Background: an optimization exercise with open tools, aiming at small area, a short achievable clock period and few clock cycles per item. Do not read the settings as production practice.
In this exercise RTL edits were held to simulation tests only and were not proved equivalent to the original.

==> flow/design.v, too long to show whole: its modules and the start of the top module <==
// module mwo_sine_rom: 15 lines
// module mwo_sine_sum: 9 lines
// module mwo_sqm: 167 lines
// module mwo_para: 232 lines
// module mwo_booth: 32 lines
// module mwo_mul_lo: 305 lines
// module mwo_mul_hi: 302 lines
// module mwo_div: 200 lines
// module multi_waveform_oscillator_mixer_core: 271 lines
module multi_waveform_oscillator_mixer_core (
   input  logic        clock,
   input  logic        reset,
   input  logic        req_tvalid,
   output logic        req_tready,
   input  logic [31:0] req_tdata,
   input  logic        req_tlast,
   output logic        rsp_tvalid,
   input  logic        rsp_tready,
   output logic [31:0] rsp_tdata,
   output logic        rsp_tlast,
   input  logic        csr_we,
   input  logic [2:0]  csr_index,
   input  logic [31:0] csr_wdata
);
  // ...
==> flow/run.sh <==
#!/bin/bash
# synth_recipe.tcl (not shown) runs the flow's synth.tcl, then flattens the netlist and writes it again
# the make line also repeats each setting of config.mk as NAME=value (left out here)
make -C /OpenROAD-flow-scripts/flow DESIGN_CONFIG=/design/flow/config.mk WORK_HOME=/design/flow/orfs CLKGATE_MAP_FILE= SYNTH_SCRIPT=/design/flow/synth_recipe.tcl finish
==> flow/config.mk <==
export PLATFORM = sky130hd
export DESIGN_NAME = multi_waveform_oscillator_mixer_core
export DESIGN_NICKNAME = multi_waveform_oscillator_mixer_core
export VERILOG_FILES = /design/flow/design.v
export SDC_FILE = /design/flow/constraint.sdc
export NUM_CORES = 4
export LEC_CHECK = 0
export ABC_AREA = 1
export CAP_MARGIN = 20
export CORE_MARGIN = 2
export CORE_UTILIZATION = 40
export SETUP_SLACK_MARGIN = 5
export SLEW_MARGIN = 20
export SYNTH_MEMORY_MAX_BITS = 32768
==> flow/constraint.sdc <==
create_clock -name core_clock -period 10.0 [get_ports {clock}]
set_input_delay 2.0000 -clock core_clock [delete_from_list [all_inputs] [get_ports {clock}]]
set_output_delay 2.0000 -clock core_clock [all_outputs]
set_load 0.01 [all_outputs]
==> impl_metrics.xml, run 1 <==
<?xml version="1.0" encoding="UTF-8"?>
<metrics>
  <group name="clock_network">
    <metric name="holdBufCountCts" unit="">0</metric>
    <metric name="numCtsBuffers" unit="">42</metric>
  </group>
  <group name="finish">
    <metric name="layout-drive-gt1-share" unit="">0.08157</metric>
    <metric name="finalCoreUtilization" unit="">0.4593</metric>
    <metric name="multi_input_cells" unit="">4544</metric>
    <metric name="regMostFlops" unit="">out_d</metric>
    <metric name="nNetsFinal" unit="">7165</metric>
    <metric name="antenna_cells" unit="">0</metric>
    <metric name="clock_tree_area_fraction" unit="">0.02720</metric>
  </group>
  <group name="sta">
    <metric name="max_freq" unit="MHz">199.9</metric>
    <metric name="least_setup_slack_across_all_paths_after_layout" unit="ns">4.996</metric>
  </group>
  <group name="synthesis">
    <metric name="synth.top_cells.by_area" unit="">fa_1, ha_1, nand2_1</metric>
    <metric name="synth-seq-cells" unit="">310</metric>
    <metric name="simple_gate_area_share_of_the_yosys_netlist" unit="">0.2044</metric>
  </group>
  <group name="drt">
    <metric name="route.layer.met1.wl" unit="µm">66120</metric>
  </group>
  <group name="placed_design">
    <metric name="placement.cell_area" unit="mm²">0.04637</metric>
    <metric name="globalplace.congestion" unit="">0.9889</metric>
    <metric name="placement.setup.worst_slack" unit="ns">4.233</metric>
    <metric name="numPortBuffers" unit="">107</metric>
  </group>
  <group name="grt">
    <metric name="first_pass_grt_wire_length" unit="µm">232400</metric>
    <metric name="busiest_layer" unit="">met2</metric>
  </group>
  <group name="critical_path">
    <metric name="worst_path_max_delay_cell" unit="">fa_2</metric>
    <metric name="crit_path_max_cell_delay" unit="ns">0.58</metric>
  </group>
  <group name="worst_hold_path">
    <metric name="worst_hold_startpoint" unit="">mix_ff[0]$_SDFFE_PP0P_</metric>
  </group>
  <group name="status">
    <metric name="outcome" unit="">no timing/DRC/antenna violations</metric>
  </group>
</metrics>
Testbench counts, summed over its fixed seeds: cycles 2,400, items 2,048.
==> run 2, diff against run 1 <==
--- a/flow/config.mk
+++ b/flow/config.mk
@@ -5,7 +5,6 @@
 export SDC_FILE = /design/flow/constraint.sdc
 export NUM_CORES = 4
 export LEC_CHECK = 0
-export ABC_AREA = 1
 export CAP_MARGIN = 20
 export CORE_MARGIN = 2
 export CORE_UTILIZATION = 40
==> run 2 against run 1 <==
Effect of this change: maximum frequency fell by 2.9%; utilization rose by 1.0 points; design area fell by 3.0%; die area fell by 5.1%; synthesized cell count fell by 19%; synthesized area fell by 5.1%; critical path type unchanged.
==> impl_metrics.xml, run 2 <==
<?xml version="1.0" encoding="UTF-8"?>
<metrics>
  <group name="worst_hold_path">
    <metric name="hold_depth" unit="">2</metric>
    <metric name="worst_hold_startpoint" unit="">o1_v$_SDFFE_PP0P_</metric>
    <metric name="min_to" unit="">o1_v$_SDFFE_PP0P_</metric>
    <metric name="worst_min_delay_path_category" unit="">reg -&gt; reg</metric>
  </group>
  <group name="job">
    <metric name="max_cap_viol_count" unit="">0</metric>
  </group>
  <group name="drt">
    <metric name="route.antenna.remaining_nets" unit="">0</metric>
    <metric name="post-route-drc-count" unit="">0</metric>
    <metric name="vias_per_std_cell" unit="">5.711</metric>
    <metric name="drt_iter0_markers" unit="">3473</metric>
    <metric name="drt_first_pass_iters" unit="">8</metric>
    <metric name="wire_per_inst" unit="µm">20.02</metric>
    <metric name="routed-via-count" unit="">37200</metric>
    <metric name="finalWirelength" unit="µm">130400</metric>
  </group>
  <group name="finish">
    <metric name="areaGrowthSynthToFinish" unit="%">16.27</metric>
    <metric name="nNetsFinal" unit="">5934</metric>
    <metric name="most_common_cell_after_layout_fill_and_taps_aside" unit="">inv_1</metric>
    <metric name="register_area" unit="mm²">0.007731</metric>
    <metric name="regMostFlops" unit="">out_d</metric>
    <metric name="layout-drive-gt1-share" unit="">0.1206</metric>
    <metric name="max_reg_flops" unit="">33</metric>
    <metric name="mostFrequentLayoutCells" unit="">inv_1, nand2_1, ha_1, a21oi_1, nor2_1</metric>
    <metric name="finalCoreUtilization" unit="">0.4694</metric>
    <metric name="layout.cells.non_filler" unit="">6515</metric>
    <metric name="num-fill-cells" unit="">10190</metric>
    <metric name="multi_input_area" unit="mm²">0.03215</metric>
  </group>
  <group name="clock_network">
    <metric name="cts.sinks" unit="">310</metric>
    <metric name="holdBufCountCts" unit="">0</metric>
    <metric name="tritoncts" unit="">yes</metric>
    <metric name="path_clk_slew" unit="ns">0.06</metric>
    <metric name="longest_clk_path_bufs" unit="">3</metric>
    <metric name="cts_root_buf" unit="">clkbuf_16</metric>
    <metric name="clkLatencyLatePin" unit="ns">0.61</metric>
    <metric name="numCtsBuffers" unit="">39</metric>
    <metric name="number_of_h_tree_levels" unit="">2</metric>
  </group>
  <group name="sta">
    <metric name="maxSlewViolCount" unit="">0</metric>
    <metric name="max_freq" unit="MHz">194.1</metric>
    <metric name="worst_slew_margin_rel" unit="">0.3240</metric>
    <metric name="number_of_failing_hold_endpoints_at_the_final_stage" unit="">0</metric>
    <metric name="skew" unit="ns">0.03337</metric>
    <metric name="worst_margin_slew" unit="ns">1.014</metric>
    <metric name="post-route-period-util" unit="">0.5153</metric>
    <metric name="tns" unit="ns">0</metric>
    <metric name="final_period_minus_worst_setup_slack" unit="ns">5.153</metric>
    <metric name="unrepaired_setup_endpoints_after_global_routing" unit="">yes</metric>
    <metric name="report.final.setup_viol" unit="">0</metric>
  </group>
  <group name="status">
    <metric name="outcome" unit="">no timing/DRC/antenna violations</metric>
  </group>
  <group name="critical_path">
    <metric name="worstSetupEndpointType" unit="">register</metric>
    <metric name="worst_path_max_delay_cell" unit="">fa_1</metric>
    <metric name="worstRegToRegCells" unit="">22</metric>
    <metric name="crit_arrival" unit="ns">5.49</metric>
    <metric name="timing.rr.start" unit="">v1_x[3]$_DFFE_PP_</metric>
    <metric name="crit_path_max_fanout" unit="">4</metric>
    <metric name="crit-reg2reg-capture" unit="">v2_pl[30]$_DFFE_PP_</metric>
    <metric name="critPathLaunchType" unit="">register</metric>
    <metric name="timing.critical_path.cells" unit="">nor2_1, nand2_1, o21ai_4, buf_6, buf_6, a22oi_2, xnor2_2, fa_1, inv_1, fa_1, fa_1, ha_4, o21ai_0, o21bai_1, nand4b_1, a21oi_2, o21ai_2, a211o_1, o22ai_2, o21bai_1, a21oi_1, xor2_1</metric>
    <metric name="timing.setup.critical_path_class" unit="">reg -&gt; reg</metric>
    <metric name="crit_path_max_cell_delay" unit="ns">0.49</metric>
    <metric name="crit_path_required_time" unit="ns">10.33</metric>
    <metric name="timing.reg2reg.setup_slack" unit="ns">4.85</metric>
    <metric name="timing.critical_path.mode_cell" unit="">fa_1</metric>
  </group>
  <group name="synthesis">
    <metric name="ys_types" unit="">87</metric>
    <metric name="synth_top_cell_area_share" unit="">0.1555</metric>
    <metric name="post-synth-top-count-cell" unit="">inv_1</metric>
    <metric name="synth-edff-count" unit="">146</metric>
    <metric name="synth.largest_area_cell" unit="">fa_1</metric>
    <metric name="avgSynthCellArea" unit="µm²">8.328</metric>
    <metric name="synth_sequential_area_ratio" unit="">0.1832</metric>
    <metric name="mappedNetlistArea" unit="mm²">0.04185</metric>
    <metric name="synth.top_cells.by_area" unit="">fa_1, ha_1, edfxtp_1</metric>
    <metric name="synth.top_cells.by_count" unit="">inv_1, nand2_1, ha_1</metric>
    <metric name="async_reset_ff_frac" unit="">0</metric>
    <metric name="ys.warnings.count" unit="">1</metric>
    <metric name="mappedNetlistNets" unit="">5858</metric>
    <metric name="number_of_cells_produced_by_synthesis" unit="">5025</metric>
    <metric name="synth-seq-cells" unit="">310</metric>
    <metric name="ys.flop_type" unit="">dfxtp_1</metric>
  </group>
  <group name="placed_design">
    <metric name="globalplace.congestion" unit="">0.9306</metric>
    <metric name="detailed_place_hpwl" unit="µm">91320</metric>
    <metric name="numPortBuffers" unit="">107</metric>
    <metric name="dp_cells" unit="">6277</metric>
  </group>
  <group name="grt">
    <metric name="grt_usage" unit="">0.2348</metric>
    <metric name="global_route.overflow_total" unit="">0</metric>
    <metric name="first_global_vias" unit="">36240</metric>
    <metric name="antenna_found_initial" unit="">12</metric>
    <metric name="pin_count_of_the_biggest_net_entering_global_routing" unit="">101</metric>
    <metric name="first_pass_grt_wire_length" unit="µm">202900</metric>
  </group>
  <group name="die">
    <metric name="initial_utilization" unit="">0.4038</metric>
    <metric name="die-area" unit="mm²">0.1072</metric>
    <metric name="std_cell_rows" unit="">118</metric>
    <metric name="count_of_boundary_i_o_pins" unit="">108</metric>
    <metric name="die_height" unit="µm">327.5</metric>
    <metric name="coreArea" unit="mm²">0.1036</metric>
    <metric name="floorplan.die.width" unit="µm">327.5</metric>
  </group>
</metrics>
run 2: worst max-delay path by stage:
stage	start	to	slack (ns)
floorplan	phase_ff[30]$_SDFFE_PP0P_	v0_sel[28]$_DFFE_PP_	5.00
global placement	v1_x[0]$_DFFE_PP_	v2_pl[31]$_DFFE_PP_	3.75
detailed placement	v1_x[15]$_SDFFE_PP0P_	v2_pl[31]$_DFFE_PP_	3.45
CTS	v1_x[1]$_DFFE_PP_	v2_pl[30]$_DFFE_PP_	4.91
global route	v1_x[1]$_DFFE_PP_	v2_pl[30]$_DFFE_PP_	4.65
finish	v1_x[3]$_DFFE_PP_	v2_pl[30]$_DFFE_PP_	4.85
run 2: cell families (layout without fill, tap and decap cells):
logic type	Yosys count	after routing	synth area share
xor+xnor	422	422	0.08868
other cells	0	3	0
buf+inv	914	1020	0.08375
fa+ha+maj	763	763	0.2863
mux	55	55	0.01507
flops	310	310	0.1832
simple gates	1204	1204	0.1298
compound gates	1357	1358	0.2132
run 2: worst max-delay path: cells and delay by family, from the launching register on:
| family | cells | cell delay [ns] |
|---|---|---|
| buf+inv | 3 | 0.32 |
| simple gates | 3 | 0.45 |
| compound gates | 10 | 1.67 |
| flops | 1 | 0.48 |
| fa+ha+maj | 4 | 1.72 |
| xor+xnor | 2 | 0.25 |
run 2: metrics by stage:
step | instance area (µm²) | setup slack [ns] | hold WS [ns]
after global placement | 44180 | 3.754 | 0.4401
after floorplan | 42100 | 5.000 | 0.4321
final | 48650 | 4.847 | 0.4534
after global routing | 48650 | 4.646 | 0.4660
after detailed placement | 44180 | 3.446 | 0.4464
after CTS | 47410 | 4.913 | 0.4555
run 2: layer usage:
layer	GRT usage	up-vias	routed length, µm
li1	-	17500	-
met2	0.3765	1430	59530
met3	0.04184	271	9718
met5	0	-	93
met4	0.07808	16	4142
met1	0.3189	17980	56920
run 2: cell type report:
class | instances | area share
Sequential cell | 310 | 0.1589
Clock buffer | 44 | 0.02086
Tap cell | 1380 | 0.03549
Multi-Input combinational cell | 3802 | 0.6608
Timing Repair Buffer | 338 | 0.06866
Clock inverter | 28 | 0.006892
Inverter | 610 | 0.04822
Antenna cell | 3 | 0.0001543
run 2: timing repair:
action	4_1_cts	5_1_grt
cloned	10	5
buffers inserted	91	57
resized for setup	230	166
hold endpoints to repair	0	0
setup endpoints to repair	140	102
pin swaps	103	123
==> run 3, diff against run 2 <==
--- a/flow/config.mk
+++ b/flow/config.mk
@@ -7,7 +7,8 @@
 export LEC_CHECK = 0
 export CAP_MARGIN = 20
 export CORE_MARGIN = 2
-export CORE_UTILIZATION = 40
+export CORE_UTILIZATION = 60
+export PLACE_DENSITY = 0.72
 export SETUP_SLACK_MARGIN = 5
 export SLEW_MARGIN = 20
 export SYNTH_MEMORY_MAX_BITS = 32768
==> run 3 against run 2 <==
Effect of this change: via count is 2.0% higher; register-to-register slack worse by 0.18 ns; synthesized cell count unchanged; die area down 33%; utilization grew 23 points; hold slack hardly changed; first-iteration DRC count is 22% higher; setup slack worse by 0.18 ns; clock-buffer cell count up 4; largest cell class unchanged.
==> impl_metrics.xml, run 3 <==
<?xml version="1.0" encoding="UTF-8"?>
<metrics>
  <group name="synthesis">
    <metric name="mappedNetlistArea" unit="mm²">0.04185</metric>
    <metric name="async_reset_ff_frac" unit="">0</metric>
    <metric name="mappedNetlistNets" unit="">5858</metric>
    <metric name="synth_xor_xnor_area_share" unit="">0.08868</metric>
    <metric name="dominant_combinational_cell_family_by_area_after_synthesis" unit="">adder cells</metric>
    <metric name="synth.largest_area_cell" unit="">fa_1</metric>
    <metric name="synthAdderAreaFrac" unit="">0.2863</metric>
    <metric name="post-synth-top-count-cell" unit="">inv_1</metric>
    <metric name="synth-seq-cells" unit="">310</metric>
    <metric name="synth_sequential_area_ratio" unit="">0.1832</metric>
    <metric name="synth_compound_area_frac" unit="">0.2132</metric>
    <metric name="synth.top_cells.by_area" unit="">fa_1, ha_1, edfxtp_1</metric>
    <metric name="ys.flop_type" unit="">dfxtp_1</metric>
    <metric name="ys.warnings.count" unit="">1</metric>
    <metric name="post_synth_mux_area_share" unit="">0.01507</metric>
    <metric name="synth_top_cell_area_share" unit="">0.1555</metric>
    <metric name="synth.top_cells.by_count" unit="">inv_1, nand2_1, ha_1</metric>
    <metric name="ys_types" unit="">87</metric>
    <metric name="synth-edff-count" unit="">146</metric>
    <metric name="number_of_cells_produced_by_synthesis" unit="">5025</metric>
    <metric name="avgSynthCellArea" unit="µm²">8.328</metric>
    <metric name="simple_gate_area_share_of_the_yosys_netlist" unit="">0.1298</metric>
  </group>
  <group name="grt">
    <metric name="grt_usage" unit="">0.3433</metric>
    <metric name="pin_count_of_the_biggest_net_entering_global_routing" unit="">95</metric>
    <metric name="first_pass_grt_wire_length" unit="µm">196700</metric>
    <metric name="first_global_vias" unit="">35920</metric>
    <metric name="antenna_found_initial" unit="">2</metric>
    <metric name="global_route.overflow_total" unit="">0</metric>
  </group>
  <group name="clock_network">
    <metric name="number_of_h_tree_levels" unit="">2</metric>
    <metric name="path_clk_slew" unit="ns">0.07</metric>
    <metric name="numCtsBuffers" unit="">40</metric>
    <metric name="tritoncts" unit="">yes</metric>
    <metric name="clkLatencyLatePin" unit="ns">0.58</metric>
    <metric name="holdBufCountCts" unit="">0</metric>
    <metric name="cts_root_buf" unit="">clkbuf_16</metric>
    <metric name="longest_clk_path_bufs" unit="">3</metric>
    <metric name="cts.sinks" unit="">310</metric>
  </group>
  <group name="drt">
    <metric name="finalWirelength" unit="µm">128300</metric>
    <metric name="route.antenna.remaining_nets" unit="">0</metric>
    <metric name="vias_per_std_cell" unit="">6.258</metric>
    <metric name="routed-via-count" unit="">37940</metric>
    <metric name="drt_first_pass_iters" unit="">7</metric>
    <metric name="post-route-drc-count" unit="">0</metric>
    <metric name="wire_per_inst" unit="µm">21.17</metric>
    <metric name="drt_iter0_markers" unit="">4228</metric>
  </group>
  <group name="finish">
    <metric name="mostFrequentLayoutCells" unit="">inv_1, nand2_1, ha_1, a21oi_1, nor2_1</metric>
    <metric name="nNetsFinal" unit="">5936</metric>
    <metric name="most_common_cell_after_layout_fill_and_taps_aside" unit="">inv_1</metric>
    <metric name="regMostFlops" unit="">out_d</metric>
    <metric name="finalInstanceArea" unit="mm²">0.04811</metric>
    <metric name="areaGrowthSynthToFinish" unit="%">14.96</metric>
    <metric name="antenna_cells" unit="">0</metric>
    <metric name="max_reg_flops" unit="">33</metric>
    <metric name="layout-drive-gt1-share" unit="">0.1228</metric>
  </group>
  <group name="die">
    <metric name="coreArea" unit="mm²">0.06883</metric>
    <metric name="floorplan.die.width" unit="µm">268.1</metric>
    <metric name="initial_utilization" unit="">0.6080</metric>
    <metric name="die_height" unit="µm">268.1</metric>
    <metric name="count_of_boundary_i_o_pins" unit="">108</metric>
    <metric name="die-area" unit="mm²">0.07187</metric>
    <metric name="std_cell_rows" unit="">96</metric>
  </group>
  <group name="placed_design">
    <metric name="placement.cell_area" unit="mm²">0.04362</metric>
    <metric name="numPortBuffers" unit="">107</metric>
    <metric name="globalplace.congestion" unit="">0.9995</metric>
    <metric name="detailed_place_hpwl" unit="µm">88950</metric>
  </group>
  <group name="sta">
    <metric name="post-route-period-util" unit="">0.5330</metric>
    <metric name="worst_margin_slew" unit="ns">1.069</metric>
    <metric name="final.hold.worst_slack" unit="ns">0.4537</metric>
    <metric name="unrepaired_setup_endpoints_after_global_routing" unit="">yes</metric>
    <metric name="worst_slew_margin_rel" unit="">0.2845</metric>
    <metric name="report.final.setup_viol" unit="">0</metric>
    <metric name="tns" unit="ns">0</metric>
    <metric name="skew" unit="ns">0.04522</metric>
    <metric name="max_freq" unit="MHz">187.6</metric>
    <metric name="final_period_minus_worst_setup_slack" unit="ns">5.330</metric>
    <metric name="maxSlewViolCount" unit="">0</metric>
    <metric name="number_of_failing_hold_endpoints_at_the_final_stage" unit="">0</metric>
  </group>
  <group name="worst_hold_path">
    <metric name="worst_min_delay_path_category" unit="">reg -&gt; reg</metric>
    <metric name="worst_hold_startpoint" unit="">vol_ff[14]$_SDFFE_PP0P_</metric>
  </group>
  <group name="critical_path">
    <metric name="crit_path_max_cell_delay" unit="ns">0.54</metric>
    <metric name="timing.rr.start" unit="">v1_x[3]$_DFFE_PP_</metric>
    <metric name="timing.setup.critical_path_class" unit="">reg -&gt; reg</metric>
    <metric name="crit_path_required_time" unit="ns">10.29</metric>
    <metric name="crit_arrival" unit="ns">5.62</metric>
    <metric name="worst_path_max_delay_cell" unit="">fa_1</metric>
    <metric name="worstSetupEndpointType" unit="">register</metric>
    <metric name="timing.critical_path.mode_cell" unit="">fa_1</metric>
    <metric name="timing.critical_path.cells" unit="">buf_6, o21ai_4, buf_12, buf_16, a22oi_1, xnor2_1, fa_1, fa_1, inv_1, fa_1, inv_1, ha_2, o21ai_0, nor2_1, o21ai_4, a211o_1, o22ai_2, o21bai_1, a21oi_1, xor2_1</metric>
    <metric name="critical_path.startpoint" unit="">v1_x[3]$_DFFE_PP_</metric>
    <metric name="crit_path_max_fanout" unit="">12</metric>
    <metric name="critPathLaunchType" unit="">register</metric>
  </group>
  <group name="status">
    <metric name="outcome" unit="">no timing/DRC/antenna violations</metric>
  </group>
  <group name="job">
    <metric name="max_cap_viol_count" unit="">0</metric>
  </group>
</metrics>
-- run 3: cell count changes in the layout (fill, tap and decap cells not counted), moves of 3 or more --
cell | before | now
inv_6 | 9 | 2
inv_1 | 577 | 572
diode_2 | 3 | 0
buf_16 | 0 | 4
a21oi_1 | 343 | 340
o221ai_2 | 0 | 3
xor2_1 | 82 | 85
xor2_2 | 4 | 1
bufbuf_16 | 5 | 2
clkinvlp_4 | 5 | 2
dfxtp_1 | 135 | 132
dfxtp_4 | 11 | 16
inv_2 | 16 | 23
-- run 3: cells by family (layout without fill, tap and decap cells) --
family                   after synthesis  count (layout)
flip-flops                           310             310
buffers and inverters                914            1019
adder cells (fa/ha/maj)              763             763
AND/OR/NAND/NOR                     1204            1204
multiplexers                          55              55
AO/OA/AOI/OAI                       1357            1358
XOR/XNOR                             422             422
-- run 3: path summary, 6_finish.rpt --
| path | end | slack (ns) | cells past startpoint |
|---|---|---|---|
| worst min-delay path | vol_ff[14]$_SDFFE_PP0P_ | 0.45 | 2 |
| worst min register to register | vol_ff[14]$_SDFFE_PP0P_ | 0.45 | 2 |
| worst max-delay path | v2_pl[30]$_DFFE_PP_ | 4.67 | 20 |
| worst max register to register | v2_pl[30]$_DFFE_PP_ | 4.67 | 20 |
-- run 3: cell type report --
cell class | count | area [µm²]
Tap cell | 931 | 1165
Sequential cell | 310 | 7747
Fill cell | 5449 | 20720
Multi-Input combinational cell | 3802 | 32220
Inverter | 610 | 2330
Timing Repair Buffer | 339 | 3306
Clock buffer | 48 | 1082
Clock inverter | 22 | 262.8
-- run 3: layer usage --
layer,up-vias,share of wire,global-route usage
met5,-,0,0
met4,0,0.053,0.1600
met3,450,0.080,0.04692
met2,1863,0.46,0.5573
met1,18130,0.40,0.4549
li1,17500,-,-
-- run 3: through the flow --
stage               setup slack (ns)  utilization  cells
detailed placement             3.508       0.6337   5825
finish                         4.670       0.6990   6062
global placement               3.789       0.6337   5825
floorplan                      5.000            -   5025
CTS                            4.832       0.6761   5985
global route                   4.530       0.6990   6062
-- run 3: what timing repair did --
item	CTS	global route
cloned	7	4
setup endpoints to repair	134	106
gates resized for setup	183	223
pin swaps	64	175
setup buffers	83	73
-- run 3: critical path, delay by kind of cell, from the launching register on --
family	cells	cell delay, ns
fa+ha+maj	4	1.94
compound gates	8	1.37
simple gates	1	0.21
flops	1	0.50
xor+xnor	2	0.43
buf+inv	5	0.56
==> module multi_waveform_oscillator_mixer_core, before the edit <==
module multi_waveform_oscillator_mixer_core (
   input  logic        clock,
   input  logic        reset,
   input  logic        req_tvalid,
   output logic        req_tready,
   input  logic [31:0] req_tdata,
   input  logic        req_tlast,
   output logic        rsp_tvalid,
   input  logic        rsp_tready,
   output logic [31:0] rsp_tdata,
   output logic        rsp_tlast,
   input  logic        csr_we,
   input  logic [2:0]  csr_index,
   input  logic [31:0] csr_wdata
);
   logic [31:0] step_ff;
   logic [2:0]  wave_ff;
   logic        fold_ff;
   logic [15:0] vol_ff;
   logic [6:0]  mix_ff;
   logic [22:0] vm_ff;
   always_ff @(posedge clock) begin
      if (reset) begin
         step_ff <= '0;
         wave_ff <= 3'd1;
         fold_ff <= 1'b0;
         vol_ff  <= '0;
         mix_ff  <= '0;
      end else if (csr_we) begin
         case (csr_index)
            3'd0: step_ff <= csr_wdata;
            3'd1: wave_ff <= csr_wdata[2:0];
            3'd2: fold_ff <= csr_wdata[0];
            3'd3: vol_ff  <= csr_wdata[15:0];
            3'd4: mix_ff  <= csr_wdata[6:0];
            default: begin
            end
         endcase
      end
   end
   logic vmc1_ff;
   logic vmc2_ff;
   logic [31:0] prod_lo;
   logic [38:0] prod;
   always_ff @(posedge clock) begin
      if (reset) begin
         vmc1_ff <= 1'b0;
         vmc2_ff <= 1'b0;
         vm_ff   <= '0;
      end else begin
         vmc1_ff <= csr_we && ((csr_index == 3'd3) || (csr_index == 3'd4));
         vmc2_ff <= vmc1_ff;
         if (vmc1_ff) begin
            vm_ff <= 23'(vol_ff);
         end else if (vmc2_ff) begin
            vm_ff <= prod_lo[22:0];
         end
      end
   end
   logic        oadv;
   logic        take;
   logic        o0_v, o1_v, o2_v, o3_v, o4_v, out_v;
   assign req_tready = o4_v && (!out_v || rsp_tready);
   assign take       = req_tvalid && req_tready;
   assign oadv       = !o4_v || take;
   always_ff @(posedge clock) begin
      if (reset || csr_we) begin
         o0_v <= 1'b0;
         o1_v <= 1'b0;
         o2_v <= 1'b0;
         o3_v <= 1'b0;
         o4_v <= 1'b0;
      end else if (oadv) begin
         o0_v <= 1'b1;
         o1_v <= o0_v;
         o2_v <= o1_v;
         o3_v <= o2_v;
         o4_v <= o3_v;
      end
   end
   always_ff @(posedge clock) begin
      if (reset) begin
         out_v <= 1'b0;
      end else if (take) begin
         out_v <= 1'b1;
      end else if (rsp_tready) begin
         out_v <= 1'b0;
      end
   end
   logic [31:0] fphase_ff;
   logic [31:0] phase_ff;
   always_ff @(posedge clock) begin
      if (reset) begin
         fphase_ff <= '0;
      end else if (take) begin
         fphase_ff <= fphase_ff + step_ff;
      end
   end
   always_ff @(posedge clock) begin
      if (reset) begin
         phase_ff <= '0;
      end else if (csr_we) begin
         phase_ff <= fphase_ff;
      end else if (oadv) begin
         phase_ff <= phase_ff + step_ff;
      end
   end
   logic [14:0] mir;
   logic [10:0] idx;
   assign mir = phase_ff[30] ? 15'd16384 - {1'b0, phase_ff[29:16]}
                             : {1'b0, phase_ff[29:16]};
   assign idx = phase_ff[30] ? 11'd1024 - {1'b0, phase_ff[29:20]}
                             : {1'b0, phase_ff[29:20]};
   logic [14:0] sine;
   logic [28:0] sq;
   logic [14:0] saw_mag;
   logic [28:0] sel0;
   logic        neg0;
   logic [14:0] sine_base;
   logic [4:0]  sine_slope;
   logic [1:0]  sine_resid;
   mwo_sine_rom u_sine_rom (
      .rd_addr (idx),
      .base    (sine_base),
      .slope   (sine_slope),
      .resid   (sine_resid)
   );
   mwo_sqm u_sq (
      .f  (phase_ff[29:16]),
      .q0 (phase_ff[30]),
      .s  (sq)
   );
   assign saw_mag = phase_ff[31] ? {1'b0, phase_ff[30:17]}
                                 : 15'd16384 - {1'b0, phase_ff[30:17]};
   always_comb begin
      case (wave_ff)
         3'd0:    sel0 = sq;
         3'd1:    sel0 = 29'({idx[2:0], sine_resid, sine_slope, sine_base});
         3'd2:    sel0 = (phase_ff[30] || (phase_ff[29:20] != '0)) ? 29'd16384 : 29'd0;
         3'd3:    sel0 = (phase_ff <= 32'h4000_0000) ? 29'd16384 : 29'd0;
         3'd4:    sel0 = 29'(mir);
         3'd5:    sel0 = 29'(saw_mag);
         default: sel0 = '0;
      endcase
   end
   assign neg0 = phase_ff[31] && !fold_ff && (wave_ff != 3'd3);
   logic        v0_neg;
   logic [28:0] v0_sel;
   always_ff @(posedge clock) begin
      if (oadv) begin
         v0_neg <= neg0;
         v0_sel <= sel0;
      end
   end
   logic [14:0] para;
   logic [14:0] w1;
   mwo_para u_para (
      .s (v0_sel),
      .w (para)
   );
   mwo_sine_sum u_sine_sum (
      .x     (v0_sel[24:22]),
      .base  (v0_sel[14:0]),
      .slope (v0_sel[19:15]),
      .resid (v0_sel[21:20]),
      .sine  (sine)
   );
   always_comb begin
      case (wave_ff)
         3'd0:    w1 = para;
         3'd1:    w1 = sine;
         default: w1 = v0_sel[14:0];
      endcase
   end
   logic [15:0] v1_x;
   logic        v1_neg;
   logic        v1_kc;
   always_ff @(posedge clock) begin
      if (vmc1_ff) begin
         v1_x   <= 16'(mix_ff);
         v1_neg <= 1'b0;
         v1_kc  <= 1'b0;
      end else if (oadv) begin
         v1_x   <= {v0_neg, w1 ^ {15{v0_neg}}};
         v1_neg <= v0_neg;
         v1_kc  <= 1'b1;
      end
   end
   logic [7:0]  b_one;
   logic [7:0]  b_two;
   logic [7:0]  b_ng;
   mwo_booth u_booth (
      .x   (v1_x),
      .xm1 (v1_neg),
      .one (b_one),
      .two (b_two),
      .ng  (b_ng)
   );
   mwo_mul_lo u_mul_lo (
      .one (b_one[3:0]),
      .two (b_two[3:0]),
      .ng  (b_ng[3:0]),
      .neg (v1_neg),
      .kc  (v1_kc),
      .vm  (vm_ff),
      .pl  (prod_lo)
   );
   logic [31:0] v2_pl;
   logic [3:0]  v2_one;
   logic [3:0]  v2_two;
   logic [3:0]  v2_ng;
   always_ff @(posedge clock) begin
      if (oadv) begin
         v2_pl  <= prod_lo;
         v2_one <= b_one[7:4];
         v2_two <= b_two[7:4];
         v2_ng  <= b_ng[7:4];
      end
   end
   mwo_mul_hi u_mul_hi (
      .onh (v2_one),
      .twh (v2_two),
      .ngh (v2_ng),
      .vm  (vm_ff),
      .pl  (v2_pl),
      .p   (prod)
   );
   logic [21:0] v2_t;
   always_ff @(posedge clock) begin
      if (oadv) begin
         v2_t <= prod[38:17];
      end
   end
   logic [17:0] osc;
   mwo_div u_div (
      .t   (v2_t),
      .osc (osc)
   );
   logic [17:0] v3_osc;
   always_ff @(posedge clock) begin
      if (oadv) begin
         v3_osc <= osc;
      end
   end
   logic signed [17:0] sum_l;
   logic signed [17:0] sum_r;
   logic [15:0] sat_l;
   logic [15:0] sat_r;
   assign sum_l = $signed({{2{req_tdata[15]}}, req_tdata[15:0]}) + $signed(v3_osc);
   assign sum_r = $signed({{2{req_tdata[31]}}, req_tdata[31:16]}) + $signed(v3_osc);
   function automatic logic [15:0] sat16(input logic signed [17:0] v);
      if (v > 18'sd32767) begin
         sat16 = 16'h7FFF;
      end else if (v < -18'sd32768) begin
         sat16 = 16'h8000;
      end else begin
         sat16 = v[15:0];
      end
   endfunction
   assign sat_l = sat16(sum_l);
   assign sat_r = sat16(sum_r);
   logic [32:0] out_d;
   always_ff @(posedge clock) begin
      if (take) begin
         out_d <= {req_tlast, sat_r, sat_l};
      end
   end
   assign rsp_tvalid = out_v;
   assign rsp_tdata  = out_d[31:0];
   assign rsp_tlast  = out_d[32];
endmodule
==> run 4, diff against run 3 <==
--- a/flow/design.v
+++ b/flow/design.v
@@ -1323,20 +1323,20 @@
          end
       end
    end
-   logic        oadv;
+   logic        restart;
    logic        take;
    logic        o0_v, o1_v, o2_v, o3_v, o4_v, out_v;
    assign req_tready = o4_v && (!out_v || rsp_tready);
    assign take       = req_tvalid && req_tready;
-   assign oadv       = !o4_v || take;
+   assign restart    = csr_we || (o4_v && !take);
    always_ff @(posedge clock) begin
-      if (reset || csr_we) begin
+      if (reset || restart) begin
          o0_v <= 1'b0;
          o1_v <= 1'b0;
          o2_v <= 1'b0;
          o3_v <= 1'b0;
          o4_v <= 1'b0;
-      end else if (oadv) begin
+      end else begin
          o0_v <= 1'b1;
          o1_v <= o0_v;
          o2_v <= o1_v;
@@ -1365,9 +1365,9 @@
    always_ff @(posedge clock) begin
       if (reset) begin
          phase_ff <= '0;
-      end else if (csr_we) begin
+      end else if (restart) begin
          phase_ff <= fphase_ff;
-      end else if (oadv) begin
+      end else begin
          phase_ff <= phase_ff + step_ff;
       end
    end
@@ -1413,10 +1413,8 @@
    logic        v0_neg;
    logic [28:0] v0_sel;
    always_ff @(posedge clock) begin
-      if (oadv) begin
-         v0_neg <= neg0;
-         v0_sel <= sel0;
-      end
+      v0_neg <= neg0;
+      v0_sel <= sel0;
    end
    logic [14:0] para;
    logic [14:0] w1;
@@ -1446,7 +1444,7 @@
          v1_x   <= 16'(mix_ff);
          v1_neg <= 1'b0;
          v1_kc  <= 1'b0;
-      end else if (oadv) begin
+      end else begin
          v1_x   <= {v0_neg, w1 ^ {15{v0_neg}}};
          v1_neg <= v0_neg;
          v1_kc  <= 1'b1;
@@ -1476,12 +1474,10 @@
    logic [3:0]  v2_two;
    logic [3:0]  v2_ng;
    always_ff @(posedge clock) begin
-      if (oadv) begin
-         v2_pl  <= prod_lo;
-         v2_one <= b_one[7:4];
-         v2_two <= b_two[7:4];
-         v2_ng  <= b_ng[7:4];
-      end
+      v2_pl  <= prod_lo;
+      v2_one <= b_one[7:4];
+      v2_two <= b_two[7:4];
+      v2_ng  <= b_ng[7:4];
    end
    mwo_mul_hi u_mul_hi (
       .onh (v2_one),
@@ -1493,9 +1489,7 @@
    );
    logic [21:0] v2_t;
    always_ff @(posedge clock) begin
-      if (oadv) begin
-         v2_t <= prod[38:17];
-      end
+      v2_t <= prod[38:17];
    end
    logic [17:0] osc;
    mwo_div u_div (
@@ -1504,9 +1498,7 @@
    );
    logic [17:0] v3_osc;
    always_ff @(posedge clock) begin
-      if (oadv) begin
-         v3_osc <= osc;
-      end
+      v3_osc <= osc;
    end
    logic signed [17:0] sum_l;
    logic signed [17:0] sum_r;
==> flow/flow/run.sh (new file) <==
#!/bin/bash
set -euo pipefail
bash standard.sh SETUP_SLACK_MARGIN=5.5 finish > make_finish.log 2>&1
==> flow/standard.sh (new file) <==
#!/bin/bash
# synth_recipe.tcl (not shown) runs the flow's synth.tcl, then flattens the netlist and writes it again
# the make line also repeats each setting of config.mk as NAME=value (left out here)
make -C /OpenROAD-flow-scripts/flow DESIGN_CONFIG=/design/flow/config.mk WORK_HOME=/design/flow/orfs CLKGATE_MAP_FILE= SYNTH_SCRIPT=/design/flow/synth_recipe.tcl "${@:-finish}"
--- a/flow/config.mk
+++ b/flow/config.mk
@@ -7,8 +7,7 @@
 export LEC_CHECK = 0
 export CAP_MARGIN = 20
 export CORE_MARGIN = 2
-export CORE_UTILIZATION = 60
-export PLACE_DENSITY = 0.72
+export CORE_UTILIZATION = 40
 export SETUP_SLACK_MARGIN = 5
 export SLEW_MARGIN = 20
 export SYNTH_MEMORY_MAX_BITS = 32768
removed: flow/run.sh
==> run 4 against run 3 <==
Effect of this change: largest cell class unchanged; design area is 2.5% higher; critical path depth is 1 lower; via count is 3.9% lower; synthesized cell count is 1.6% lower; utilization is 20 points lower; critical endpoint is now v1_x[12]$_SDFF_PP0_; clock-buffer cell count is 9 higher; non-clock buffer count is 85 higher; final cell count is 6.2% higher.
==> impl_metrics.xml, run 4 <==
<?xml version="1.0" encoding="UTF-8"?>
<metrics>
  <group name="status">
    <metric name="outcome" unit="">no timing/DRC/antenna violations</metric>
  </group>
  <group name="finish">
    <metric name="max_reg_flops" unit="">33</metric>
    <metric name="areaGrowthSynthToFinish" unit="%">22.87</metric>
    <metric name="mostFrequentLayoutCells" unit="">inv_1, nand2_1, ha_1, a21oi_1, fa_1</metric>
    <metric name="antenna_cells" unit="">0</metric>
    <metric name="regMostFlops" unit="">out_d</metric>
    <metric name="layout-drive-gt1-share" unit="">0.1848</metric>
    <metric name="finalCoreUtilization" unit="">0.4946</metric>
    <metric name="most_common_cell_after_layout_fill_and_taps_aside" unit="">inv_1</metric>
    <metric name="nNetsFinal" unit="">5946</metric>
    <metric name="finalInstanceArea" unit="mm²">0.04932</metric>
  </group>
  <group name="synthesis">
    <metric name="post_synth_mux_area_share" unit="">0.01527</metric>
    <metric name="synth_top_cell_area_share" unit="">0.1621</metric>
    <metric name="synth_xor_xnor_area_share" unit="">0.09077</metric>
    <metric name="simple_gate_area_share_of_the_yosys_netlist" unit="">0.1344</metric>
    <metric name="synthAdderAreaFrac" unit="">0.2982</metric>
    <metric name="mappedNetlistArea" unit="mm²">0.04014</metric>
    <metric name="synth.top_cells.by_area" unit="">fa_1, dfxtp_1, ha_1</metric>
    <metric name="number_of_cells_produced_by_synthesis" unit="">4946</metric>
    <metric name="synth_compound_area_frac" unit="">0.2120</metric>
    <metric name="synth-seq-cells" unit="">310</metric>
    <metric name="avgSynthCellArea" unit="µm²">8.115</metric>
    <metric name="post-synth-top-count-cell" unit="">inv_1</metric>
    <metric name="async_reset_ff_frac" unit="">0</metric>
    <metric name="synth.largest_area_cell" unit="">fa_1</metric>
    <metric name="mappedNetlistNets" unit="">5779</metric>
    <metric name="dominant_combinational_cell_family_by_area_after_synthesis" unit="">adder cells</metric>
    <metric name="ys.warnings.count" unit="">1</metric>
    <metric name="synth-edff-count" unit="">33</metric>
    <metric name="ys.flop_type" unit="">dfxtp_1</metric>
    <metric name="synth_sequential_area_ratio" unit="">0.1628</metric>
    <metric name="synth.top_cells.by_count" unit="">inv_1, nand2_1, ha_1</metric>
    <metric name="ys_types" unit="">89</metric>
  </group>
  <group name="critical_path">
    <metric name="cpLargestDelayFamily" unit="">adder cells</metric>
    <metric name="crit-reg2reg-capture" unit="">v1_x[12]$_SDFF_PP0_</metric>
    <metric name="crit_arrival" unit="ns">5.40</metric>
    <metric name="timing.critical_path.cells" unit="">inv_6, fa_1, inv_1, fa_1, inv_2, fa_1, fa_1, inv_2, ha_4, a21oi_4, a31o_4, a41oi_4, a21oi_4, o21bai_4, o311a_1, mux2_4, a211oi_4, xor2_1, nor2_1</metric>
    <metric name="timing.critical_path.mode_cell" unit="">fa_1</metric>
    <metric name="timing.setup.critical_path_class" unit="">reg -&gt; reg</metric>
    <metric name="timing.reg2reg.setup_slack" unit="ns">5.03</metric>
    <metric name="worst_path_max_delay_cell" unit="">fa_1</metric>
    <metric name="crit_path_max_fanout" unit="">4</metric>
    <metric name="crit_path_max_cell_delay" unit="ns">0.56</metric>
    <metric name="crit_buf_inv" unit="">4</metric>
    <metric name="worstRegToRegCells" unit="">19</metric>
    <metric name="critical_path.startpoint" unit="">v0_sel[13]$_DFF_P_</metric>
    <metric name="crit_path_required_time" unit="ns">10.43</metric>
    <metric name="timing.rr.start" unit="">v0_sel[13]$_DFF_P_</metric>
    <metric name="critPathLaunchType" unit="">register</metric>
    <metric name="worstSetupEndpointType" unit="">register</metric>
  </group>
  <group name="worst_hold_path">
    <metric name="min_to" unit="">o3_v$_SDFF_PN0_</metric>
    <metric name="worst_hold_startpoint" unit="">o2_v$_SDFF_PN0_</metric>
    <metric name="hold_depth" unit="">1</metric>
    <metric name="worst_min_delay_path_category" unit="">reg -&gt; reg</metric>
  </group>
  <group name="die">
    <metric name="die_height" unit="µm">320.8</metric>
    <metric name="die-area" unit="mm²">0.1029</metric>
    <metric name="floorplan.die.width" unit="µm">320.8</metric>
    <metric name="coreArea" unit="mm²">0.09971</metric>
    <metric name="initial_utilization" unit="">0.4025</metric>
    <metric name="std_cell_rows" unit="">116</metric>
    <metric name="count_of_boundary_i_o_pins" unit="">108</metric>
  </group>
  <group name="placed_design">
    <metric name="numPortBuffers" unit="">107</metric>
    <metric name="detailed_place_hpwl" unit="µm">88290</metric>
    <metric name="placement.cell_area" unit="mm²">0.04289</metric>
    <metric name="placement.setup.worst_slack" unit="ns">3.902</metric>
    <metric name="globalplace.congestion" unit="">0.9339</metric>
  </group>
  <group name="grt">
    <metric name="global_route.overflow_total" unit="">0</metric>
    <metric name="first_global_vias" unit="">35640</metric>
    <metric name="first_pass_grt_wire_length" unit="µm">199000</metric>
    <metric name="grt_usage" unit="">0.2399</metric>
    <metric name="antenna_found_initial" unit="">7</metric>
    <metric name="pin_count_of_the_biggest_net_entering_global_routing" unit="">82</metric>
  </group>
  <group name="drt">
    <metric name="drt_first_pass_iters" unit="">9</metric>
    <metric name="routed-via-count" unit="">36440</metric>
    <metric name="vias_per_std_cell" unit="">5.659</metric>
    <metric name="finalWirelength" unit="µm">128300</metric>
    <metric name="wire_per_inst" unit="µm">19.92</metric>
    <metric name="route.antenna.remaining_nets" unit="">0</metric>
    <metric name="drt_iter0_markers" unit="">3310</metric>
    <metric name="post-route-drc-count" unit="">0</metric>
  </group>
  <group name="sta">
    <metric name="maxSlewViolCount" unit="">0</metric>
    <metric name="worst_margin_slew" unit="ns">1.109</metric>
    <metric name="unrepaired_setup_endpoints_after_global_routing" unit="">yes</metric>
    <metric name="least_setup_slack_across_all_paths_after_layout" unit="ns">5.033</metric>
    <metric name="final_period_minus_worst_setup_slack" unit="ns">4.967</metric>
    <metric name="post-route-period-util" unit="">0.4967</metric>
    <metric name="report.final.setup_viol" unit="">0</metric>
    <metric name="skew" unit="ns">0.02012</metric>
    <metric name="number_of_failing_hold_endpoints_at_the_final_stage" unit="">0</metric>
    <metric name="max_freq" unit="MHz">201.3</metric>
    <metric name="tns" unit="ns">0</metric>
    <metric name="worst_slew_margin_rel" unit="">0.2607</metric>
  </group>
  <group name="clock_network">
    <metric name="numCtsBuffers" unit="">38</metric>
    <metric name="cts.sinks" unit="">310</metric>
    <metric name="tritoncts" unit="">yes</metric>
    <metric name="clkLatencyLatePin" unit="ns">0.57</metric>
    <metric name="cts_root_buf" unit="">clkbuf_16</metric>
    <metric name="path_clk_slew" unit="ns">0.05</metric>
    <metric name="holdBufCountCts" unit="">0</metric>
    <metric name="number_of_h_tree_levels" unit="">2</metric>
    <metric name="longest_clk_path_bufs" unit="">3</metric>
  </group>
  <group name="job">
    <metric name="max_cap_viol_count" unit="">0</metric>
  </group>
</metrics>
==> run 4: changes by cell type after synthesis, moves of 10 or more <==
cell / previous run / this run
a21o_1: 118 / 105
nand3_1: 67 / 80
o21ai_0: 222 / 232
xnor2_1: 333 / 307
clkbuf_1: 229 / 243
a21oi_1: 373 / 354
nand2_1: 461 / 449
dfxtp_1: 164 / 277
inv_1: 595 / 605
nor2_1: 328 / 302
a311oi_1: 26 / 14
edfxtp_1: 146 / 33
xor2_1: 87 / 109
==> run 4: layer usage <==
layer | share of wire | vias up | GRT usage | wire length (µm)
met3 | 0.068 | 278 | 0.03721 | 8724
met4 | 0.031 | 14 | 0.07279 | 4034
met1 | 0.43 | 17640 | 0.3254 | 55710
met2 | 0.47 | 1306 | 0.3928 | 59760
met5 | 0.00061 | - | 0 | 78
li1 | - | 17210 | - | -
==> run 4: logic make-up after synthesis <==
logic type               count (synthesis)
AO/OA/AOI/OAI                         1307
AND/OR/NAND/NOR                       1180
buffers and inverters                  914
adder cells (fa/ha/maj)                762
XOR/XNOR                               416
flip-flops                             310
multiplexers                            57
==> run 4: worst max path at each step <==
stage | depth (start not counted) | to | slack, ns
floorplan | 14 | out_d[16]$_SDFFCE_PN1P_ | 5.23
global placement | 19 | v2_pl[24]$_DFF_P_ | 3.96
detailed placement | 19 | v2_pl[24]$_DFF_P_ | 3.90
CTS | 19 | v1_x[12]$_SDFF_PP0_ | 4.96
global route | 23 | v2_pl[29]$_DFF_P_ | 4.88
finish | 19 | v1_x[12]$_SDFF_PP0_ | 5.03
==> run 4: final cells by class <==
type                            instances  area [µm²]
Sequential cell                       310        6794
Clock buffer                           57        1200
Inverter                              613        2354
Fill cell                            9399       50390
Tap cell                             1298        1624
Timing Repair Buffer                  424        4064
Clock inverter                         12       146.4
Multi-Input combinational cell       3726       33140
==> run 4: what timing repair did <==
item                                    in CTS  in global routing
pin swaps                                  162                164
gates resized for setup                    388                281
buffers inserted                           189                 67
gates cloned                                 9                  4
endpoints found under the setup margin     148                120
==> run 4: metrics by stage <==
step           instances  hold slack, ns
5_1_grt             6440          0.4730
4_1_cts             6369          0.4566
3_5_place_dp        6102          0.4436
6_report            6440          0.4548
2_1_floorplan       4946          0.4233
3_3_place_gp        6102          0.4403
Testbench counts of run 4, summed over its fixed seeds: cycles 2,400, items 2,048.
==> run 5, diff against run 4 <==
==> flow/run.sh (new file) <==
#!/bin/bash
# synth_recipe.tcl (not shown) runs the flow's synth.tcl, then flattens the netlist and writes it again
# the make line also repeats each setting of config.mk as NAME=value (left out here)
make -C /OpenROAD-flow-scripts/flow DESIGN_CONFIG=/design/flow/config.mk WORK_HOME=/design/flow/orfs CLKGATE_MAP_FILE= SYNTH_SCRIPT=/design/flow/synth_recipe.tcl finish
--- a/flow/config.mk
+++ b/flow/config.mk
@@ -11,3 +11,4 @@
 export SETUP_SLACK_MARGIN = 5
 export SLEW_MARGIN = 20
 export SYNTH_MEMORY_MAX_BITS = 32768
+export TNS_END_PERCENT = 10
removed: flow/flow/run.sh
removed: flow/standard.sh
==> run 5 against run 4 <==
Effect of this change: synthesized area did not move; flip-flop and latch count is the same; critical path depth fell by 6; non-clock buffer count down 161; sequential share of layout area is 0.99 points higher; register-to-register slack got worse by 0.08 ns; final cell count down 2.5%.
==> impl_metrics.xml, run 5 <==
<?xml version="1.0" encoding="UTF-8"?>
<metrics>
  <group name="status">
    <metric name="outcome" unit="">no timing/DRC/antenna violations</metric>
  </group>
  <group name="synthesis">
    <metric name="synthAdderAreaFrac" unit="">0.2982</metric>
    <metric name="synth-edff-count" unit="">33</metric>
    <metric name="synth.largest_area_cell" unit="">fa_1</metric>
    <metric name="ys.warnings.count" unit="">1</metric>
    <metric name="dominant_combinational_cell_family_by_area_after_synthesis" unit="">adder cells</metric>
    <metric name="synth_xor_xnor_area_share" unit="">0.09077</metric>
    <metric name="mappedNetlistArea" unit="mm²">0.04014</metric>
    <metric name="ys_types" unit="">89</metric>
    <metric name="mappedNetlistNets" unit="">5779</metric>
    <metric name="synth_top_cell_area_share" unit="">0.1621</metric>
    <metric name="synth_sequential_area_ratio" unit="">0.1628</metric>
    <metric name="ys.flop_type" unit="">dfxtp_1</metric>
    <metric name="number_of_cells_produced_by_synthesis" unit="">4946</metric>
    <metric name="synth-seq-cells" unit="">310</metric>
    <metric name="avgSynthCellArea" unit="µm²">8.115</metric>
    <metric name="async_reset_ff_frac" unit="">0</metric>
    <metric name="synth_compound_area_frac" unit="">0.2120</metric>
    <metric name="post-synth-top-count-cell" unit="">inv_1</metric>
    <metric name="simple_gate_area_share_of_the_yosys_netlist" unit="">0.1344</metric>
    <metric name="synth.top_cells.by_count" unit="">inv_1, nand2_1, ha_1</metric>
    <metric name="synth.top_cells.by_area" unit="">fa_1, dfxtp_1, ha_1</metric>
    <metric name="post_synth_mux_area_share" unit="">0.01527</metric>
  </group>
  <group name="sta">
    <metric name="worst_slew_margin_rel" unit="">0.3377</metric>
    <metric name="final_period_minus_worst_setup_slack" unit="ns">5.087</metric>
    <metric name="post-route-period-util" unit="">0.5087</metric>
    <metric name="final.hold.worst_slack" unit="ns">0.4579</metric>
    <metric name="unrepaired_setup_endpoints_after_global_routing" unit="">yes</metric>
    <metric name="maxSlewViolCount" unit="">0</metric>
    <metric name="tns" unit="ns">0</metric>
    <metric name="number_of_failing_hold_endpoints_at_the_final_stage" unit="">0</metric>
    <metric name="skew" unit="ns">0.01603</metric>
    <metric name="max_freq" unit="MHz">196.6</metric>
    <metric name="worst_margin_slew" unit="ns">0.9891</metric>
    <metric name="report.final.setup_viol" unit="">0</metric>
  </group>
  <group name="grt">
    <metric name="first_pass_grt_wire_length" unit="µm">191400</metric>
    <metric name="antenna_found_initial" unit="">7</metric>
    <metric name="grt_usage" unit="">0.2290</metric>
    <metric name="global_route.overflow_total" unit="">0</metric>
    <metric name="first_global_vias" unit="">34590</metric>
    <metric name="pin_count_of_the_biggest_net_entering_global_routing" unit="">82</metric>
  </group>
  <group name="critical_path">
    <metric name="critPathLaunchType" unit="">input pin</metric>
    <metric name="crit_path_max_cell_delay" unit="ns">0.45</metric>
    <metric name="timing.setup.critical_path_class" unit="">in -&gt; reg</metric>
    <metric name="crit_path_required_time" unit="ns">10.29</metric>
    <metric name="worstSetupEndpointType" unit="">register</metric>
    <metric name="timing.critical_path.cells" unit="">clkdlybuf4s50_1, ha_1, a21o_1, a21o_1, a2111oi_4, or3_1, a21oi_1, a41o_1, o21a_1, o41a_1, xnor2_4, a21oi_4, o21ai_0</metric>
    <metric name="timing.critical_path.mode_cell" unit="">a21o_1</metric>
    <metric name="crit_path_max_fanout" unit="">8</metric>
    <metric name="crit_arrival" unit="ns">5.38</metric>
    <metric name="worst_path_max_delay_cell" unit="">clkdlybuf4s50_1</metric>
  </group>
  <group name="clock_network">
    <metric name="holdBufCountCts" unit="">0</metric>
    <metric name="path_clk_slew" unit="ns">0.06</metric>
    <metric name="clkLatencyLatePin" unit="ns">0.55</metric>
    <metric name="number_of_h_tree_levels" unit="">2</metric>
    <metric name="cts.sinks" unit="">310</metric>
    <metric name="longest_clk_path_bufs" unit="">3</metric>
    <metric name="tritoncts" unit="">yes</metric>
    <metric name="cts_root_buf" unit="">clkbuf_16</metric>
    <metric name="numCtsBuffers" unit="">39</metric>
  </group>
  <group name="die">
    <metric name="std_cell_rows" unit="">116</metric>
    <metric name="coreArea" unit="mm²">0.09971</metric>
    <metric name="initial_utilization" unit="">0.4025</metric>
    <metric name="die-area" unit="mm²">0.1029</metric>
    <metric name="count_of_boundary_i_o_pins" unit="">108</metric>
    <metric name="floorplan.die.width" unit="µm">320.8</metric>
    <metric name="die_height" unit="µm">320.8</metric>
  </group>
  <group name="job">
    <metric name="max_cap_viol_count" unit="">0</metric>
  </group>
  <group name="drt">
    <metric name="route.antenna.remaining_nets" unit="">0</metric>
    <metric name="wire_per_inst" unit="µm">19.13</metric>
    <metric name="routed-via-count" unit="">35270</metric>
    <metric name="finalWirelength" unit="µm">120200</metric>
    <metric name="vias_per_std_cell" unit="">5.615</metric>
    <metric name="post-route-drc-count" unit="">0</metric>
    <metric name="drt_iter0_markers" unit="">2974</metric>
    <metric name="drt_first_pass_iters" unit="">6</metric>
  </group>
  <group name="placed_design">
    <metric name="dp_cells" unit="">6111</metric>
    <metric name="numPortBuffers" unit="">107</metric>
    <metric name="detailed_place_hpwl" unit="µm">87540</metric>
    <metric name="globalplace.congestion" unit="">0.9153</metric>
    <metric name="placement.cell_area" unit="mm²">0.04226</metric>
  </group>
  <group name="finish">
    <metric name="finalInstanceArea" unit="mm²">0.04557</metric>
    <metric name="most_common_cell_after_layout_fill_and_taps_aside" unit="">inv_1</metric>
    <metric name="max_reg_flops" unit="">33</metric>
    <metric name="layout.cells.non_filler" unit="">6281</metric>
    <metric name="areaGrowthSynthToFinish" unit="%">13.54</metric>
    <metric name="layout-drive-gt1-share" unit="">0.09239</metric>
    <metric name="nNetsFinal" unit="">5783</metric>
    <metric name="regMostFlops" unit="">out_d</metric>
    <metric name="mostFrequentLayoutCells" unit="">inv_1, nand2_1, ha_1, a21oi_1, fa_1</metric>
    <metric name="num-fill-cells" unit="">9802</metric>
    <metric name="finalCoreUtilization" unit="">0.4571</metric>
  </group>
  <group name="worst_hold_path">
    <metric name="worst_min_delay_path_category" unit="">reg -&gt; reg</metric>
  </group>
</metrics>
[run 5: worst paths after layout]
check	from	endpoint	slack, ns	cells past startpoint
max reg2reg	v0_sel[13]$_DFF_P_	v1_x[13]$_SDFF_PP0_	4.95	20
min	vol_ff[4]$_SDFFE_PP0P_	vol_ff[4]$_SDFFE_PP0P_	0.46	2
max	req_tdata[17]	out_d[18]$_SDFFCE_PN1P_	4.91	13
min reg2reg	vol_ff[4]$_SDFFE_PP0P_	vol_ff[4]$_SDFFE_PP0P_	0.46	2
[run 5: logic make-up after synthesis]
kind of cell	after synthesis
simple gates	1180
buf+inv	914
mux	57
fa+ha+maj	762
flops	310
compound gates	1307
xor+xnor	416
[run 5: repair_timing]
action | 4_1_cts | 5_1_grt
pin swaps | 29 | 37
setup buffers | 44 | 45
gates resized for setup | 143 | 175
gates cloned | 5 | 2
endpoints found under the setup margin | 112 | 107
[run 5: critical path: cells and delay by family]
| kind | cells | cell delay, ns |
|---|---|---|
| AOI/OAI and AO/OA | 9 | 2.22 |
| xor gates and xnor gates | 1 | 0.22 |
| adders and majority gates | 1 | 0.31 |
| buffers and inverters | 1 | 0.45 |
| and+or+nand+nor | 1 | 0.17 |
[run 5: layout make-up]
cell class | count | area (µm²) | area share
Antenna cell | 4 | 10.01 | 0.0002196
Clock buffer | 57 | 1169 | 0.02564
Clock inverter | 13 | 155.1 | 0.003404
Inverter | 613 | 2354 | 0.05164
Multi-Input combinational cell | 3723 | 31090 | 0.6821
Sequential cell | 310 | 6729 | 0.1476
Tap cell | 1298 | 1624 | 0.03564
Timing Repair Buffer | 263 | 2447 | 0.05370
[run 5: per-stage QoR]
stage                     setup WS, ns
after global placement           3.873
after detailed placement         3.717
after floorplan                  4.939
after global routing             4.722
final                            4.913
after CTS                        4.751
[run 5: layer usage]
metal	vias up	global-route usage	share of wire
met4	10	0.06542	0.028
met1	16940	0.3149	0.44
li1	16880	-	-
met2	1218	0.3741	0.46
met5	-	0	0.00048
met3	219	0.03205	0.070
==> run 6, diff against run 5 <==
--- a/flow/config.mk
+++ b/flow/config.mk
@@ -11,4 +11,3 @@
 export SETUP_SLACK_MARGIN = 5
 export SLEW_MARGIN = 20
 export SYNTH_MEMORY_MAX_BITS = 32768
-export TNS_END_PERCENT = 10
==> run 6 against run 5 <==
Effect of this change: clock-buffer cell count is 3 higher; highest routed layer unchanged; critical path type is now reg -> reg; die area stayed put; still clean on timing, DRC and antenna; utilization is 0.91 points higher; largest cell class unchanged.
==> impl_metrics.xml, run 6 <==
<?xml version="1.0" encoding="UTF-8"?>
<metrics>
  <group name="critical_path">
    <metric name="crit_path_max_cell_delay" unit="ns">0.57</metric>
    <metric name="worstSetupEndpointType" unit="">register</metric>
    <metric name="crit_arrival" unit="ns">5.42</metric>
    <metric name="critPathLaunchType" unit="">register</metric>
    <metric name="worst_path_max_delay_cell" unit="">fa_2</metric>
    <metric name="crit_path_max_fanout" unit="">8</metric>
    <metric name="cpLargestDelayFamily" unit="">adder cells</metric>
    <metric name="timing.setup.critical_path_class" unit="">reg -&gt; reg</metric>
    <metric name="timing.rr.start" unit="">v1_x[1]$_DFF_P_</metric>
    <metric name="crit_path_required_time" unit="ns">10.45</metric>
  </group>
  <group name="job">
    <metric name="max_cap_viol_count" unit="">0</metric>
  </group>
  <group name="synthesis">
    <metric name="synthAdderAreaFrac" unit="">0.2982</metric>
    <metric name="ys_types" unit="">89</metric>
    <metric name="simple_gate_area_share_of_the_yosys_netlist" unit="">0.1344</metric>
    <metric name="synth.top_cells.by_count" unit="">inv_1, nand2_1, ha_1</metric>
    <metric name="synth_top_cell_area_share" unit="">0.1621</metric>
    <metric name="post-synth-top-count-cell" unit="">inv_1</metric>
    <metric name="async_reset_ff_frac" unit="">0</metric>
    <metric name="mappedNetlistNets" unit="">5779</metric>
    <metric name="ys.flop_type" unit="">dfxtp_1</metric>
    <metric name="ys.warnings.count" unit="">1</metric>
    <metric name="number_of_cells_produced_by_synthesis" unit="">4946</metric>
    <metric name="synth.top_cells.by_area" unit="">fa_1, dfxtp_1, ha_1</metric>
  </group>
  <group name="die">
    <metric name="std_cell_rows" unit="">116</metric>
    <metric name="initial_utilization" unit="">0.4025</metric>
    <metric name="die_height" unit="µm">320.8</metric>
    <metric name="floorplan.die.width" unit="µm">320.8</metric>
    <metric name="coreArea" unit="mm²">0.09971</metric>
  </group>
  <group name="finish">
    <metric name="most_common_cell_after_layout_fill_and_taps_aside" unit="">inv_1</metric>
    <metric name="areaGrowthSynthToFinish" unit="%">15.80</metric>
    <metric name="num-fill-cells" unit="">9633</metric>
    <metric name="max_reg_flops" unit="">33</metric>
    <metric name="multi_input_area" unit="mm²">0.03159</metric>
    <metric name="mostFrequentLayoutCells" unit="">inv_1, nand2_1, ha_1, a21oi_1, fa_1</metric>
    <metric name="nNetsFinal" unit="">5826</metric>
    <metric name="finalInstanceArea" unit="mm²">0.04648</metric>
  </group>
  <group name="grt">
    <metric name="grt_usage" unit="">0.2304</metric>
    <metric name="pin_count_of_the_biggest_net_entering_global_routing" unit="">82</metric>
    <metric name="first_pass_grt_wire_length" unit="µm">192000</metric>
    <metric name="global_route.overflow_total" unit="">0</metric>
    <metric name="first_global_vias" unit="">34580</metric>
  </group>
  <group name="clock_network">
    <metric name="cts.sinks" unit="">310</metric>
    <metric name="tritoncts" unit="">yes</metric>
    <metric name="cts_root_buf" unit="">clkbuf_16</metric>
    <metric name="numCtsBuffers" unit="">40</metric>
    <metric name="path_clk_slew" unit="ns">0.06</metric>
  </group>
  <group name="sta">
    <metric name="post-route-period-util" unit="">0.4976</metric>
    <metric name="maxSlewViolCount" unit="">0</metric>
    <metric name="report.final.setup_viol" unit="">0</metric>
    <metric name="number_of_failing_hold_endpoints_at_the_final_stage" unit="">0</metric>
    <metric name="skew" unit="ns">0.02364</metric>
    <metric name="unrepaired_setup_endpoints_after_global_routing" unit="">yes</metric>
    <metric name="worst_margin_slew" unit="ns">1.023</metric>
  </group>
  <group name="worst_hold_path">
    <metric name="worst_min_delay_path_category" unit="">reg -&gt; reg</metric>
  </group>
  <group name="drt">
    <metric name="top_signal_layer_used" unit="">met5</metric>
    <metric name="wl_met3" unit="µm">8080</metric>
    <metric name="route.layer.met1.wl" unit="µm">53770</metric>
    <metric name="finalWirelength" unit="µm">122200</metric>
    <metric name="route.antenna.remaining_nets" unit="">0</metric>
    <metric name="wire_per_inst" unit="µm">19.32</metric>
    <metric name="wl_met2" unit="µm">56690</metric>
  </group>
  <group name="placed_design">
    <metric name="numPortBuffers" unit="">107</metric>
  </group>
  <group name="status">
    <metric name="outcome" unit="">no timing/DRC/antenna violations</metric>
  </group>
</metrics>
[run 6: cell types whose count changed in the layout (fill, tap and decap cells not counted), sizes merged, moves of 2 or more]
cell / delta
clkinvlp: -4
inv: +7
diode: -2
buf: +42
clkbuf: +5
[run 6: timing repair]
item / 4_1_cts / 5_1_grt
resized for setup: 229 / 212
buffers inserted: 82 / 54
pin swaps: 61 / 96
hold buffers: 0 / 0
cloned: 4 / 1
setup endpoints to repair: 114 / 95
[run 6: through the flow]
| step | worst slack (ns) | utilization | cells |
|---|---|---|---|
| finish | 5.024 | 0.4662 | 6325 |
| global route | 4.868 | 0.4661 | 6324 |
| CTS | 4.953 | 0.4526 | 6268 |
| detailed placement | 3.702 | 0.4236 | 6108 |
| global placement | 3.888 | 0.4236 | 6108 |
| floorplan | 4.939 | - | 4946 |
[run 6: path summary, 6_finish.rpt]
| kind | endpoint | slack, ns | cells after the start |
|---|---|---|---|
| worst min-delay path | vol_ff[6]$_SDFFE_PP0P_ | 0.46 | 2 |
| worst max-delay path | v2_pl[24]$_DFF_P_ | 5.02 | 22 |
| worst min register to register | vol_ff[6]$_SDFFE_PP0P_ | 0.46 | 2 |
| worst max register to register | v2_pl[24]$_DFF_P_ | 5.02 | 22 |
[run 6: cell families (layout without fill, tap and decap cells)]
| logic type | after synthesis | in the layout |
|---|---|---|
| buf+inv | 914 | 992 |
| mux | 57 | 57 |
| compound gates | 1307 | 1308 |
| fa+ha+maj | 762 | 762 |
| other cells | 0 | 2 |
| simple gates | 1180 | 1180 |
| xor+xnor | 416 | 416 |
| flops | 310 | 310 |
[run 6: final cells by class]
type | instances | area share
Inverter | 613 | 0.05055
Timing Repair Buffer | 305 | 0.06011
Antenna cell | 2 | 0.0001077
Clock inverter | 14 | 0.003203
Clock buffer | 60 | 0.02665
Sequential cell | 310 | 0.1448
Multi-Input combinational cell | 3723 | 0.6796
Tap cell | 1298 | 0.03494
[run 6: worst reg2reg max path: cells and delay by family, from the launching register on]
| family | cells | cell delay [ns] |
|---|---|---|
| and+or+nand+nor | 6 | 0.79 |
| DFF | 1 | 0.40 |
| buffers and inverters | 3 | 0.23 |
| xor gates and xnor gates | 2 | 0.23 |
| AOI/OAI and AO/OA | 7 | 1.33 |
| adders and majority gates | 4 | 1.91 |
[run 6: routing by layer]
metal  global-route usage  vias to the layer above
li1                     -                    16990
met1               0.3165                    17230
met5                    0                        -
met4              0.06646                        8
met2               0.3770                     1237
met3              0.03180                      239

[re-timing with driven ports]
How much do the figures lean on ideal ports? The routed layouts below were timed once more, with nothing changed but the port constraints.
Step 1, drivers: a clkbuf_16 drives clock and a buf_2 each remaining input, both assumed.
Step 2 times the ports against the registers' clock, not the clock port: input delays grow and output delays shrink by t, the midpoint of the rising clock arrivals with the driver on.
Slacks: no drivers / after step 1 / after step 2; pairs: no drivers / after step 1.
| run | t, ns | setup slack, ns | worst register clock-pin slew, ns | cell pins on the clock port's net |
|---|---|---|---|---|
| run 1 | 0.668 | 4.996 / 4.996 / 4.609 | 0.07 / 0.07 | 1 |
| run 2 | 0.653 | 4.847 / 4.847 / 4.512 | 0.08 / 0.08 | 1 |
| run 3 | 0.631 | 4.670 / 4.670 / 4.403 | 0.07 / 0.07 | 1 |
| run 4 | 0.616 | 5.033 / 5.033 / 4.890 | 0.07 / 0.07 | 1 |
| run 5 | 0.607 | 4.913 / 4.952 / 4.345 | 0.06 / 0.06 | 1 |
| run 6 | 0.619 | 5.024 / 5.024 / 4.520 | 0.06 / 0.06 | 1 |
After both steps every run listed still meets setup and hold. The setup slack of run 5, which loses most, moves by +0.039 ns with the drivers and by -0.568 ns with both steps.
